Background: an optimization exercise with open tools, aiming at small area. Do not read the settings as production practice. Where RTL was checked, it was by simulation tests only, not by an equivalence proof against the original. No activity file was given, so power comes from the tool's default toggle rates.

==> branch amber: inputs <==
// rv_decode_issue
module rv_decode_issue
#(
    parameter int XLEN         = 32,
    parameter int INFLIGHT_MAX = 4
) (
    input  logic            clk,
    input  logic            rst_n,
    input  logic            instr_valid,
    input  logic [31:0]     instr,
    output logic            instr_ready,
    input  logic            wb_en,
    input  logic [4:0]      wb_rd,
    input  logic [XLEN-1:0] wb_data,
    output logic            issue_valid,
    output logic [6:0]      OPCODE,
    output logic [6:0]      FUNC7,
    output logic [2:0]      FUNC3,
    output logic [XLEN-1:0] OP1,
    output logic [XLEN-1:0] OP2,
    output logic [4:0]      issue_rd,
    output logic            illegal_instr
);
==> module rv_regfile, before the edit <==
module rv_regfile #(
    parameter int XLEN = 32
) (
    input  logic            clk,
    input  logic            we,
    input  logic [4:0]      waddr,
    input  logic [XLEN-1:0] wdata,
    input  logic [4:0]      raddr1,
    input  logic [4:0]      raddr2,
    output logic [XLEN-1:0] rdata1,
    output logic [XLEN-1:0] rdata2
);
    logic [XLEN-1:0] mem_q [1:31];
    logic [31:0]     wsel, rsel1, rsel2;
    assign wsel  = we ? (32'd1 << waddr) : 32'd0;
    assign rsel1 = 32'd1 << raddr1;
    assign rsel2 = 32'd1 << raddr2;
    for (genvar i = 1; i < 32; i++) begin : g_reg
        always_ff @(posedge clk) begin
            if (wsel[i]) begin
                mem_q[i] <= wdata;
            end
        end
    end
    always_comb begin
        rdata1 = '0;
        rdata2 = '0;
        for (int i = 1; i < 32; i++) begin
            rdata1 = rdata1 | ({XLEN{rsel1[i]}} & mem_q[i]);
            rdata2 = rdata2 | ({XLEN{rsel2[i]}} & mem_q[i]);
        end
    end
endmodule
==> module rv_decode_issue, before the edit <==
module rv_decode_issue
#(
    parameter int XLEN         = 32,
    parameter int INFLIGHT_MAX = 4
) (
    input  logic            clk,
    input  logic            rst_n,
    input  logic            instr_valid,
    input  logic [31:0]     instr,
    output logic            instr_ready,
    input  logic            wb_en,
    input  logic [4:0]      wb_rd,
    input  logic [XLEN-1:0] wb_data,
    output logic            issue_valid,
    output logic [6:0]      OPCODE,
    output logic [6:0]      FUNC7,
    output logic [2:0]      FUNC3,
    output logic [XLEN-1:0] OP1,
    output logic [XLEN-1:0] OP2,
    output logic [4:0]      issue_rd,
    output logic            illegal_instr
);
    logic [4:0]  rd, rs1, rs2;
    logic        legal, hazard, room, take;
    logic [31:0] wb_mask, busy_live, rd_mask;
    logic [31:1] busy_q;
    logic [2:0]  count_q;
    logic        valid_q, illegal_q;
    logic [4:0]  rd_q, rs1_q, rs2_q;
    logic [2:0]  func3_q;
    logic        sub_q;
    assign rd    = instr[rv_pkg::RD_LSB +: 5];
    assign rs1   = instr[rv_pkg::RS1_LSB +: 5];
    assign rs2   = instr[rv_pkg::RS2_LSB +: 5];
    assign legal = rv_pkg::decode_op(instr) != rv_pkg::ALU_ILLEGAL;
    rv_regfile #(.XLEN(XLEN)) u_rf (
        .clk    (clk),
        .we     (wb_en),
        .waddr  (wb_rd),
        .wdata  (wb_data),
        .raddr1 (rs1_q),
        .raddr2 (rs2_q),
        .rdata1 (OP1),
        .rdata2 (OP2)
    );
    assign wb_mask   = wb_en ? (32'd1 << wb_rd) : 32'd0;
    assign busy_live = {busy_q, 1'b0} & ~wb_mask;
    assign rd_mask   = 32'd1 << rd;
    assign hazard    = busy_live[rs1] | busy_live[rs2] | busy_live[rd];
    assign room      = !count_q[2] | wb_en;
    assign instr_ready = rst_n & (!legal | (!hazard & room));
    assign take        = instr_valid & legal & !hazard & room;
    always_ff @(posedge clk or negedge rst_n) begin
        if (!rst_n) begin
            busy_q    <= '0;
            count_q   <= '0;
            valid_q   <= 1'b0;
            illegal_q <= 1'b0;
        end else begin
            busy_q    <= busy_live[31:1] | ({31{take}} & rd_mask[31:1]);
            if (take && !wb_en) begin
                count_q <= count_q + 3'd1;
            end else if (!take && wb_en && (count_q != 3'd0)) begin
                count_q <= count_q - 3'd1;
            end
            valid_q   <= take;
            illegal_q <= instr_valid & !legal;
        end
    end
    always_ff @(posedge clk) begin
        rd_q    <= rd;
        rs1_q   <= rs1;
        rs2_q   <= rs2;
        func3_q <= instr[rv_pkg::F3_LSB +: 3];
        sub_q   <= instr[rv_pkg::F7_LSB + 5];
    end
    assign issue_valid   = valid_q;
    assign illegal_instr = illegal_q;
    assign OPCODE        = rv_pkg::OP_RTYPE;
    assign FUNC7         = {1'b0, sub_q, 5'b0};
    assign FUNC3         = func3_q;
    assign issue_rd      = rd_q;
endmodule
Settings: LEC_CHECK=0, CAP_MARGIN=20, CORE_MARGIN=2, CORE_UTILIZATION=40, SLEW_MARGIN=20; clock period 5.0 ns.
run.sh (not shown) runs the stock make flow with config.mk's settings and CLKGATE_MAP_FILE= SYNTH_SCRIPT=/design/flow/synth_recipe.tcl, a recipe that flattens the netlist after the stock synthesis.
==> branch raven: changes against branch amber <==
--- a/flow/design.v
+++ b/flow/design.v
@@ -64,10 +64,55 @@
     end
-    always_comb begin
-        rdata1 = '0;
-        rdata2 = '0;
-        for (int i = 1; i < 32; i++) begin
-            rdata1 = rdata1 | ({XLEN{rsel1[i]}} & mem_q[i]);
-            rdata2 = rdata2 | ({XLEN{rsel2[i]}} & mem_q[i]);
-        end
-    end
+    for (genvar b = 0; b < XLEN; b++) begin : g_rd
+        logic [31:1] col;
+        for (genvar i = 1; i < 32; i++) begin : g_col
+            assign col[i] = mem_q[i][b];
+        end
+        rv_rf_rbit u_r1 (.d(col), .sel(rsel1[31:1]), .y(rdata1[b]));
+        rv_rf_rbit u_r2 (.d(col), .sel(rsel2[31:1]), .y(rdata2[b]));
+    end
+endmodule
+module rv_rf_rbit (
+    input  logic [31:1] d,
+    input  logic [31:1] sel,
+    output logic        y
+);
+    logic [10:0] g_n;
+    logic [2:0]  h;
+    for (genvar k = 0; k < 10; k++) begin : g_aoi
+        rv_aoi222 u_aoi (
+            .a0(d[3*k+1]), .b0(sel[3*k+1]),
+            .a1(d[3*k+2]), .b1(sel[3*k+2]),
+            .a2(d[3*k+3]), .b2(sel[3*k+3]),
+            .y (g_n[k])
+        );
+    end
+    rv_nand2 u_n31 (.a(d[31]), .b(sel[31]), .y(g_n[10]));
+    rv_nand4 u_h0 (.a(g_n[0]), .b(g_n[1]), .c(g_n[2]),  .d(g_n[3]), .y(h[0]));
+    rv_nand4 u_h1 (.a(g_n[4]), .b(g_n[5]), .c(g_n[6]),  .d(g_n[7]), .y(h[1]));
+    rv_nand3 u_h2 (.a(g_n[8]), .b(g_n[9]), .c(g_n[10]), .y(h[2]));
+    assign y = |h;
+endmodule
+module rv_aoi222 (
+    input  logic a0, b0, a1, b1, a2, b2,
+    output logic y
+);
+    assign y = !((a0 & b0) | (a1 & b1) | (a2 & b2));
+endmodule
+module rv_nand2 (
+    input  logic a, b,
+    output logic y
+);
+    assign y = !(a & b);
+endmodule
+module rv_nand3 (
+    input  logic a, b, c,
+    output logic y
+);
+    assign y = !(a & b & c);
+endmodule
+module rv_nand4 (
+    input  logic a, b, c, d,
+    output logic y
+);
+    assign y = !(a & b & c & d);
 endmodule
@@ -118,6 +163,12 @@
     );
+    logic [31:0] busy_all;
+    logic        hz1, hz2, hzd;
+    assign busy_all  = {busy_q, 1'b0};
     assign wb_mask   = wb_en ? (32'd1 << wb_rd) : 32'd0;
-    assign busy_live = {busy_q, 1'b0} & ~wb_mask;
+    assign busy_live = busy_all & ~wb_mask;
     assign rd_mask   = 32'd1 << rd;
-    assign hazard    = busy_live[rs1] | busy_live[rs2] | busy_live[rd];
+    assign hz1       = busy_all[rs1] & !(wb_en && (wb_rd == rs1));
+    assign hz2       = busy_all[rs2] & !(wb_en && (wb_rd == rs2));
+    assign hzd       = busy_all[rd]  & !(wb_en && (wb_rd == rd));
+    assign hazard    = hz1 | hz2 | hzd;
     assign room      = !count_q[2] | wb_en;
Settings changed: CORE_UTILIZATION 40 to 65, SYNTH_HIERARCHICAL from default to 1.
==> run notes <==
quantity	branch amber	branch raven
FF-to-FF Start	busy_q[14]	busy_q[7]
Synth Area in XOR/XNOR	0.000200	0.00335
Vias post-DR	37.8k	31.9k
Switching power share of the total	0.233	0.224
Average wire length per cell after detail routing	45.3 um	39.8 um
Worst clock skew	0.0211 ns	0.0224 ns
Power Combinational	0.00141 W	0.00126 W
Fraction of the mapped netlist area in compound gates	0.196	0.164
Height of the die	335 um	258 um
Non-filler cells, final	4,840	3,698
Status	finished with violations	finished with violations
Reasons for failing layout checks	negative setup slack	negative setup slack
Multi-input logic portion of the cell area	0.233	0.226
Max Freq	198 MHz	198 MHz
Multiplexer share of the synthesized area	0.00417	0.0152
Fraction of standard cell area that is sequential	0.576	0.634
Worst Slack Setup Final	-0.0404 ns	-0.0554 ns
Share of synthesized area occupied by flip-flops and latches	0.709	0.742
Number of warning messages in the yosys log	3	9
Post-Synthesis Mean Instance Area	15.0 um^2	17.5 um^2
Largest stage delay, worst path	0.61 ns	0.83 ns
Fraction of the cycle the final worst path needs	1.01	1.01
Only the layout flow was run in branch raven; the RTL was not checked for function there.

static timing again, ports no longer ideal:
In the flow no input, the clock included, has a driving cell. The finished layouts below were timed again as built, in two steps. Step 1 assumes that a clkbuf_16 drives the clock port and a buf_2 every other input. Step 2 times the ports against the registers' clock, not the clock port: input delays grow and output delays shrink by t, the midpoint of the rising clock arrivals with the driver on. a / b / c = ideal / step 1 / step 2; a / b = the first two.
run	t (ns)	setup slack, ns	hold WS [ns]	latest minus earliest clock arrival (ns)	slew at the worst register clock pin (ns)
branch amber	0.788	-0.040 / -0.109 / -0.045	0.366 / 0.325 / 0.633	0.032 / 0.031	0.07 / 0.07
branch raven	0.716	-0.055 / -0.123 / -0.049	0.460 / 0.416 / 0.640	0.035 / 0.035	0.07 / 0.07
For branch amber, which loses most, drivers alone change the setup slack by -0.069 ns; drivers and shift together by -0.005 ns.
